This is an optimization exercise on Yosys and OpenROAD, whose aim is small area, not a production implementation. Function was checked by simulation only, so behaviour that the tests miss may differ from the original. Power figures rest on the tool's default switching activity, not on a simulated workload.

P:
// sobol_sequence_generator_top
module sobol_sequence_generator_top #(
  parameter int NUM_DIMS = 8
) (
  input  logic                                 clk,
  input  logic                                 rst_n,
  input  logic                                 in_valid,
  output logic                                 in_stall,
  input  logic                                 in_restart,
  output logic                                 out_valid,
  input  logic                                 out_stall,
  output logic [31:0]                          out_point_index,
  output logic                                 out_last_point,
  output logic [31:0]                          out_coord_0,
  output logic [31:0]                          out_coord_1,
  output logic [31:0]                          out_coord_2,
  output logic [31:0]                          out_coord_3,
  output logic [31:0]                          out_coord_4,
  output logic [31:0]                          out_coord_5,
  output logic [31:0]                          out_coord_6,
  output logic [31:0]                          out_coord_7,
  input  logic                                 psel,
  input  logic                                 penable,
  input  logic                                 pwrite,
  input  logic [sobol_gen_pkg::CFG_ADDR_W-1:0] paddr,
  input  logic [sobol_gen_pkg::CFG_DATA_W-1:0] pwdata,
  output logic [sobol_gen_pkg::CFG_DATA_W-1:0] prdata,
  output logic                                 pready
);
Settings: LEC_CHECK=0, CAP_MARGIN=20, CORE_MARGIN=2, CORE_UTILIZATION=40, PLACE_DENSITY=0.6, SLEW_MARGIN=20; clock period 7.0 ns.
run.sh (not shown) runs the stock make flow with config.mk's settings and CLKGATE_MAP_FILE= SYNTH_SCRIPT=/design/flow/synth_recipe.tcl, a recipe that flattens the netlist after the stock synthesis.
[inputs] Q vs P
- setting CTS_BUF_LIST to sky130_fd_sc_hd__clkbuf_8 for the first time
==> flow/flow/run.sh (new file) <==
#!/bin/bash
# The standard layout (standard.sh: ORFS with the standard flow's config), except that
# the port buffers buffer_ports inserts are the smallest buffer, buf_1,
# instead of the tool's default pick. Every port still gets its buffer.
set -euo pipefail
bash standard.sh 'BUFFER_PORTS_ARGS=-buffer_cell sky130_fd_sc_hd__buf_1' finish > orfs_make.log 2>&1
==> flow/standard.sh (new file) <==
#!/bin/bash
# synth_recipe.tcl (not shown) runs the flow's synth.tcl, then flattens the netlist and writes it again
# the make line also repeats each setting of config.mk as NAME=value (left out here)
make -C /OpenROAD-flow-scripts/flow DESIGN_CONFIG=/design/flow/config.mk WORK_HOME=/design/flow/orfs CLKGATE_MAP_FILE= SYNTH_SCRIPT=/design/flow/synth_recipe.tcl "${@:-finish}"
removed: flow/run.sh
==> comparison <==
The lower via count came out of Q.
On part of the cycle the worst path needs: between P and Q, it ends up higher for P.
Q vs. P: largest incremental delay on the critical path went up by 0.11 ns.
Of Q and P, it is Q that has the lower total power.
Q — sequential fraction of total cell area 1.7 points higher, P as reference
Fraction of final layout cells with drive strength greater than 1: higher on P
Combinational power ends up higher on P.
Changes observed in Q relative to P: number of failing setup endpoints in the final timing report held; via density per instance decreased by 0.032 relative to the old numbers.
For R, these inputs were changed with respect to Q:
- clearing CTS_BUF_LIST, which used to be sky130_fd_sc_hd__clkbuf_8
--- a/flow/flow/run.sh
+++ b/flow/flow/run.sh
@@ -4,3 +4,4 @@
 # instead of the tool's default pick. Every port still gets its buffer.
+# After global routing, cells on paths with slack are downsized (RECOVER_POWER).
 set -euo pipefail
-bash standard.sh 'BUFFER_PORTS_ARGS=-buffer_cell sky130_fd_sc_hd__buf_1' finish > orfs_make.log 2>&1
+bash standard.sh 'BUFFER_PORTS_ARGS=-buffer_cell sky130_fd_sc_hd__buf_1' RECOVER_POWER=100 finish > orfs_make.log 2>&1
In R the implementation ran to completion but is not tape-out ready, as the final checks report max-capacitance violations, max-slew violations.
Routed metal-1 wire length of Q is on par with R.
Delta (R minus Q): total chip power increased by about 2% relative to the old numbers, global router's overall resource usage closely matched the old numbers, final setup slack of the worst path decreased by 0.60 ns relative to the old numbers, final-layout clock buffer total increased by 1 relative to the old numbers, average via count per standard cell increased by 0.76% relative to the old numbers.
out_coord_1[31] as the capturing element of the worst setup path was reported by Q, and out_coord_5[31] by R.
Taking Q as the reference point, the stage delay of the slowest cell on the critical path of R rises by 0.72 ns.
The following lists how S was set up differently from R:
==> flow/flow/run.sh <==
#!/bin/bash
# The standard layout (standard.sh: ORFS with the standard flow's config), except that
# the port buffers buffer_ports inserts are the smallest buffer, buf_1,
# instead of the tool's default pick. Every port still gets its buffer.
set -euo pipefail
bash standard.sh 'BUFFER_PORTS_ARGS=-buffer_cell sky130_fd_sc_hd__buf_1' finish > orfs_make.log 2>&1
Notes after the runs:
Summary of S and R: one run falls short of a clean finish, namely R. In R the implementation ran to completion but is not tape-out ready, as the final checks report max-capacitance violations, max-slew violations. Compared S against R; total number of vias within noise. Compared with R, S ends up with a larger final cell area. Final-layout worst hold slack essentially unchanged between R and S. As far as routed wire length is concerned, R and S perform about the same.
Relative to S, the following input files were edited for T:
- a change of CAP_MARGIN from 20 to 0
- a change of SLEW_MARGIN from 20 to 0
- There was hardly any difference in relative area change from synthesis to final layout between S and T.
- Compared with S, in T number of max-slew violations in the final report ~0 delta; final critical-path required period ~0 delta; maximum vdd ir drop ~0 delta; total net switching power ~0 delta.

Setup of sierra:
Another version of the RTL of sobol_sequence_generator_top (not shown whole).
Size in the first run: ~1,400 cells after synthesis, about 370 I/O pins.
export LEC_CHECK = 0
export CAP_MARGIN = 20
export CORE_MARGIN = 2
export CORE_UTILIZATION = 65
export CTS_BUF_LIST = sky130_fd_sc_hd__clkbuf_8
export PLACE_DENSITY = 0.8
export SLEW_MARGIN = 20
create_clock -name core_clock -period 7.0 [get_ports {clk}]
standard.sh (not shown) runs the stock make flow with config.mk's settings and CLKGATE_MAP_FILE= SYNTH_SCRIPT=/design/flow/synth_recipe.tcl, a recipe that flattens the netlist after the stock synthesis.
==> flow/flow/run.sh <==
#!/bin/bash
# The standard layout (standard.sh: ORFS with the standard flow's config), with these changes:
# - the port buffers buffer_ports inserts are the smallest buffer, buf_1,
#   instead of the tool's default pick; every port still gets its buffer;
# - after synthesis, flow/downsize.tcl swaps each upsized combinational cell
#   for its family's smallest size (same function); the flow's own repair
#   steps then resize or buffer what slew, capacitance and timing need;
# - during placement (flow/smallbuf.tcl) repair buffers only with buf_1/buf_2
#   (or clkbuf_1/clkbuf_2), not larger buffers or delay cells;
# - clock tree synthesis without dummy loads.
# Registers are untouched: the netlist keeps the standard synthesis's flops.
set -euo pipefail
bash standard.sh 'BUFFER_PORTS_ARGS=-buffer_cell sky130_fd_sc_hd__buf_1' \
  "POST_SYNTH_TCL=$(pwd)/flow/downsize.tcl" \
  "PRE_GLOBAL_PLACE_TCL=$(pwd)/flow/smallbuf.tcl" \
  "PRE_RESIZE_TCL=$(pwd)/flow/smallbuf.tcl" \
  'CTS_ARGS=-sink_clustering_enable -repair_clock_nets -buf_list sky130_fd_sc_hd__clkbuf_8 -sink_clustering_size 30 -sink_clustering_max_diameter 250 -dont_use_dummy_load' \
  finish > orfs_make.log 2>&1
Other scripts of this flow, unchanged in this note and not shown: flow/flow/downsize.tcl, flow/flow/smallbuf.tcl
Here is what was changed in the inputs of willow compared with sierra.
-- flow/flow/run.sh --
<<< sierra, line 15
  "PRE_GLOBAL_PLACE_TCL=$(pwd)/flow/smallbuf.tcl" \
  "PRE_RESIZE_TCL=$(pwd)/flow/smallbuf.tcl" \
  'CTS_ARGS=-sink_clustering_enable -repair_clock_nets -buf_list sky130_fd_sc_hd__clkbuf_8 -sink_clustering_size 30 -sink_clustering_max_diameter 250 -dont_use_dummy_load' \
  finish > orfs_make.log 2>&1
>>> willow, line 15
  "PRE_GLOBAL_PLACE_TCL=$(pwd)/flow/smallbuf.tcl" \
  "PRE_RESIZE_TCL=$(pwd)/flow/smallbuf.tcl" \
  'CTS_ARGS=-sink_clustering_enable -repair_clock_nets -buf_list sky130_fd_sc_hd__clkbuf_8 -sink_buffer_max_cap_derate 1.0 -dont_use_dummy_load' \
  finish > orfs_make.log 2>&1
Every stage of the flow completed for willow, and the final layout passed the timing, design-rule and antenna checks.
The part of the total power dissipated in the clock network of sierra and that of willow are within noise of each other.
Per the comparison of willow with sierra, total CTS buffers did not really move, global-route track usage on met1 closely matched the old numbers.
Summary of willow over sierra: routed length on met2 closely matched the old numbers, area growth from synthesis to layout closely matched the old numbers, number of stages on the worst hold path closely matched the old numbers, total power after layout closely matched the old numbers, area after synthesis closely matched the old numbers.
As far as clock tree buffer count of the final layout goes, willow and sierra are indistinguishable; the numbers are identical.
[inputs] maple vs willow
- changing PLACE_DENSITY from 0.8 to 0.85
- changing CORE_UTILIZATION from 65 to 70
-- flow/flow/run.sh --
<<< willow, line 15
  "PRE_GLOBAL_PLACE_TCL=$(pwd)/flow/smallbuf.tcl" \
  "PRE_RESIZE_TCL=$(pwd)/flow/smallbuf.tcl" \
  'CTS_ARGS=-sink_clustering_enable -repair_clock_nets -buf_list sky130_fd_sc_hd__clkbuf_8 -sink_buffer_max_cap_derate 1.0 -dont_use_dummy_load' \
  finish > orfs_make.log 2>&1
>>> maple, line 15
  "PRE_GLOBAL_PLACE_TCL=$(pwd)/flow/smallbuf.tcl" \
  "PRE_RESIZE_TCL=$(pwd)/flow/smallbuf.tcl" \
  'CTS_ARGS=-sink_clustering_enable -repair_clock_nets -buf_list sky130_fd_sc_hd__clkbuf_8 -dont_use_dummy_load' \
  finish > orfs_make.log 2>&1
Findings:
willow completed end to end with timing, DRC and antenna clean.
maple reached the final stage; the timing, design-rule and antenna checks on its layout passed.
Measured against each other, willow and maple differ in register-to-register slack, the lower figure coming from willow.
maple: met3 wire length 15% above willow
Via-per-instance ratio (maple over willow): increase, about 4.3%
~same power consumed by the clock network in willow and maple
Looking at willow and maple, the summed area of non-filler cells in the final layout is a wash.
Net count of the finished layout delta (maple -> willow): insignificant
Summary of maple over willow: routed wire length rose by 1.7 mm, global-route usage rose by 4.8 points.
A cell with the largest stage delay on the worst path of ha_1 is what maple shows, while xor2_1 belongs to willow.
Diff willow -> maple | die outline height | down by a few percent
In the metrics for willow and maple, the one carrying the lower pre-CTS worst setup slack is maple.
[inputs] tundra vs maple
- CORE_UTILIZATION: 70 -> 65
- PLACE_DENSITY: 0.85 -> 0.8
-- flow/flow/run.sh --
<<< maple, line 15
  "PRE_GLOBAL_PLACE_TCL=$(pwd)/flow/smallbuf.tcl" \
  "PRE_RESIZE_TCL=$(pwd)/flow/smallbuf.tcl" \
  'CTS_ARGS=-sink_clustering_enable -repair_clock_nets -buf_list sky130_fd_sc_hd__clkbuf_8 -dont_use_dummy_load' \
  finish > orfs_make.log 2>&1
>>> tundra, line 15
  "PRE_GLOBAL_PLACE_TCL=$(pwd)/flow/smallbuf.tcl" \
  "PRE_RESIZE_TCL=$(pwd)/flow/smallbuf.tcl" \
  'CTS_ARGS=-sink_clustering_enable -repair_clock_nets -buf_list sky130_fd_sc_hd__clkbuf_16 -root_buf sky130_fd_sc_hd__clkbuf_16 -dont_use_dummy_load' \
  finish > orfs_make.log 2>&1
[summary]
maple has higher global routing usage on met1 than tundra.
Going from maple to tundra, count of cell instances traversed by the critical path saw a decrease, post-layout instance area increased by 99 um2 relative to the old numbers.
tundra vs. maple: fmax grew by 1.2%; cell row count saw an increase; proportion of power drawn by the clock network shows an increase of 2.5 points; power up about 1.7%.
Compared with maple, tundra shows layout overhead on the synthesized area higher by 0.90 points.
Summary: worst hold slack, tundra worse than maple
Sort maple and tundra by post-route non-filler standard cell count, ascending, and maple comes first.
Sort maple and tundra by buffer and inverter count on the worst path, ascending, and maple comes first.

sobol_sequence_generator_top, a different RTL version from the one above (not shown whole).
For scale: about 1400 cells after synthesis.
export LEC_CHECK = 0
export CAP_MARGIN = 20
export CORE_MARGIN = 2
export CORE_UTILIZATION = 65
export CTS_BUF_LIST = sky130_fd_sc_hd__clkbuf_8
export PLACE_DENSITY = 0.8
export SLEW_MARGIN = 20
create_clock -name core_clock -period 7.0 [get_ports {clk}]
==> flow/flow/run.sh <==
#!/bin/bash
# The standard layout (standard.sh: ORFS with the standard flow's config), with these changes:
# - the port buffers buffer_ports inserts are the smallest buffer, buf_1,
#   instead of the tool's default pick; every port still gets its buffer;
# - after synthesis, flow/downsize.tcl swaps each upsized combinational cell
#   for its family's smallest size (same function); the flow's own repair
#   steps then resize or buffer what slew, capacitance and timing need;
# - during placement (flow/smallbuf.tcl) repair buffers only with buf_1/buf_2
#   (or clkbuf_1/clkbuf_2), not larger buffers or delay cells;
# - clock tree synthesis without dummy loads;
# - timing-driven global placement does not keep its intermediate repair
#   (GPL_KEEP_OVERFLOW=0); the placement repair step fixes what is needed.
# Registers are untouched: the netlist keeps the standard synthesis's flops.
set -euo pipefail
GPL_KEEP_OVERFLOW=0 bash standard.sh 'BUFFER_PORTS_ARGS=-buffer_cell sky130_fd_sc_hd__buf_1' \
  "POST_SYNTH_TCL=$(pwd)/flow/downsize.tcl" \
  "PRE_GLOBAL_PLACE_TCL=$(pwd)/flow/smallbuf.tcl" \
  "PRE_RESIZE_TCL=$(pwd)/flow/smallbuf.tcl" \
  'CTS_ARGS=-sink_clustering_enable -repair_clock_nets -buf_list sky130_fd_sc_hd__clkbuf_8 -dont_use_dummy_load' \
  finish > orfs_make.log 2>&1
Other scripts of this flow, unchanged in this note and not shown: flow/flow/downsize.tcl, flow/flow/smallbuf.tcl
Edit:
--- a/flow/flow/run.sh
+++ b/flow/flow/run.sh
@@ -9,8 +9,6 @@
 #   (or clkbuf_1/clkbuf_2), not larger buffers or delay cells;
-# - clock tree synthesis without dummy loads;
-# - timing-driven global placement does not keep its intermediate repair
-#   (GPL_KEEP_OVERFLOW=0); the placement repair step fixes what is needed.
+# - clock tree synthesis without dummy loads.
 # Registers are untouched: the netlist keeps the standard synthesis's flops.
 set -euo pipefail
-GPL_KEEP_OVERFLOW=0 bash standard.sh 'BUFFER_PORTS_ARGS=-buffer_cell sky130_fd_sc_hd__buf_1' \
+bash standard.sh 'BUFFER_PORTS_ARGS=-buffer_cell sky130_fd_sc_hd__buf_1' \
   "POST_SYNTH_TCL=$(pwd)/flow/downsize.tcl" \
The changed run completed without violations.
Routed wire length rises by 3.1%.
Critical path depth is unchanged.
Power barely changes.
Die area is unchanged.
Core utilization falls by 0.24 points.
Combinational power stays flat.
Clock-buffer cell count does not change.
Via count rises by 3.0%.

Another version of the RTL of sobol_sequence_generator_top (not shown whole).
Size: ~1,500 cells after synthesis, ~73 flip-flops, roughly 370 I/O pins.
export LEC_CHECK = 0
export CAP_MARGIN = 20
export CORE_MARGIN = 2
export CORE_UTILIZATION = 40
export CTS_BUF_LIST = sky130_fd_sc_hd__clkbuf_8
export PLACE_DENSITY = 0.6
export SLEW_MARGIN = 20
create_clock -name core_clock -period 7.0 [get_ports {clk}]
==> flow/flow/run.sh <==
#!/bin/bash
# The standard layout (standard.sh: ORFS with the standard flow's config), except that
# the port buffers buffer_ports inserts are the smallest buffer, buf_1,
# instead of the tool's default pick. Every port still gets its buffer.
set -euo pipefail
bash standard.sh 'BUFFER_PORTS_ARGS=-buffer_cell sky130_fd_sc_hd__buf_1' finish > orfs_make.log 2>&1
The first run completed without violations.
Rerun with:
Settings changed: CORE_UTILIZATION 40 to 65, PLACE_DENSITY 0.6 to 0.8.
What happened:
- maximum frequency falls by about 3.2%
- core utilization rises by 29 points
- clock skew falls by 0.0046 ns
- sequential power is about the same
- combinational power falls by about 2%
- register-to-register slack gains 0.16 ns
- wire length falls by 12%
- cell count falls by about 8%

Starting RTL as in the previous note.
clock: 7.0 ns
lec_check: 0
cap_margin: 20
core_margin: 2
core_utilization: 80
cts_buf_list: sky130_fd_sc_hd__clkbuf_8
place_density: 0.9
slew_margin: 20
==> flow/flow/run.sh <==
#!/bin/bash
# The standard layout (standard.sh: ORFS with the standard flow's config), with two changes:
# - the port buffers buffer_ports inserts are the smallest buffer, buf_1,
#   instead of the tool's default pick; every port still gets its buffer;
# - after synthesis, flow/downsize.tcl swaps each upsized combinational cell
#   for its family's smallest size (same function); the flow's own repair
#   steps then resize or buffer what slew, capacitance and timing need.
# Registers are untouched: the netlist keeps the standard synthesis's flops.
set -euo pipefail
bash standard.sh 'BUFFER_PORTS_ARGS=-buffer_cell sky130_fd_sc_hd__buf_1' \
  "POST_SYNTH_TCL=$(pwd)/flow/downsize.tcl" finish > orfs_make.log 2>&1
Other scripts of this flow, unchanged in this note and not shown: flow/flow/downsize.tcl
The baseline stopped in global routing (5_1_grt).
Next try:
--- a/flow/flow/run.sh
+++ b/flow/flow/run.sh
@@ -2 +2 @@
-# The standard layout (standard.sh: ORFS with the standard flow's config), with two changes:
+# The standard layout (standard.sh: ORFS with the standard flow's config), with these changes:
@@ -7 +7,4 @@
-#   steps then resize or buffer what slew, capacitance and timing need.
+#   steps then resize or buffer what slew, capacitance and timing need;
+# - during placement (flow/smallbuf.tcl) repair buffers only with buf_1/buf_2
+#   (or clkbuf_1/clkbuf_2), not larger buffers or delay cells;
+# - clock tree synthesis without dummy loads.
@@ -11 +14,5 @@
-  "POST_SYNTH_TCL=$(pwd)/flow/downsize.tcl" finish > orfs_make.log 2>&1
+  "POST_SYNTH_TCL=$(pwd)/flow/downsize.tcl" \
+  "PRE_GLOBAL_PLACE_TCL=$(pwd)/flow/smallbuf.tcl" \
+  "PRE_RESIZE_TCL=$(pwd)/flow/smallbuf.tcl" \
+  'CTS_ARGS=-sink_clustering_enable -repair_clock_nets -buf_list sky130_fd_sc_hd__clkbuf_8 -dont_use_dummy_load' \
+  finish > orfs_make.log 2>&1
==> flow/flow/smallbuf.tcl (new file) <==
set_dont_use [get_lib_cells {sky130_fd_sc_hd__buf_4 sky130_fd_sc_hd__buf_6 sky130_fd_sc_hd__buf_8 sky130_fd_sc_hd__buf_12 sky130_fd_sc_hd__buf_16 sky130_fd_sc_hd__clkbuf_4 sky130_fd_sc_hd__clkbuf_8 sky130_fd_sc_hd__clkbuf_16 sky130_fd_sc_hd__dlygate4sd* sky130_fd_sc_hd__dlymetal6s* sky130_fd_sc_hd__clkdlybuf4s* sky130_fd_sc_hd__bufbuf_* sky130_fd_sc_hd__bufinv_*}]
Settings changed: CORE_UTILIZATION 80 to 65, PLACE_DENSITY 0.9 to 0.8.
The new run completed with no timing, DRC or antenna violations; synthesized area does not change; synthesized cell count is unchanged.

[port drivers added, routing unchanged]
Ports are ideal in the flow. The routed layouts listed here were re-timed in OpenROAD. Step 1 assumes that a clkbuf_16 drives the clock port and a buf_2 every other input. Step 2 times the ports against the registers' clock, not the clock port: input delays grow and output delays shrink by t, the midpoint of the rising clock arrivals with the driver on. a / b / c = ideal ports / drivers / drivers and shift; a / b = the first two.
| run | t (ns) | setup WS [ns] | worst setup path after step 2 |
|---|---|---|---|
| P | 0.377 | 1.182 / 1.142 / 1.519 | register to output |
| Q | 0.387 | 1.347 / 1.313 / 1.699 | register to output |
| R | 0.370 | 0.751 / 0.714 / 0.678 | input to register |
| S | 0.371 | 1.392 / 1.353 / 1.724 | register to output |
| T | 0.371 | 1.392 / 1.353 / 1.724 | register to output |
| sierra | 0.380 | 1.233 / 1.197 / 1.576 | register to output |
| willow | 0.380 | 1.233 / 1.197 / 1.576 | register to output |
| maple | 0.390 | 1.226 / 1.190 / 1.580 | register to output |
| tundra | 0.374 | 1.292 / 1.251 / 1.625 | register to output |
| the first run of note 3 | 0.394 | 0.642 / 0.607 / 1.001 | register to output |
| the second run of note 3 | 0.383 | 1.574 / 1.542 / 1.925 | register to output |
| the first run of note 4 | 0.397 | 1.632 / 1.597 / 1.994 | register to output |
| the second run of note 4 | 0.385 | 1.453 / 1.419 / 1.803 | register to output |
| the second run of note 5 | 0.383 | 1.160 / 1.126 / 1.508 | register to output |
For R, which loses most, drivers alone change the setup slack by -0.037 ns; drivers and shift together by -0.073 ns.
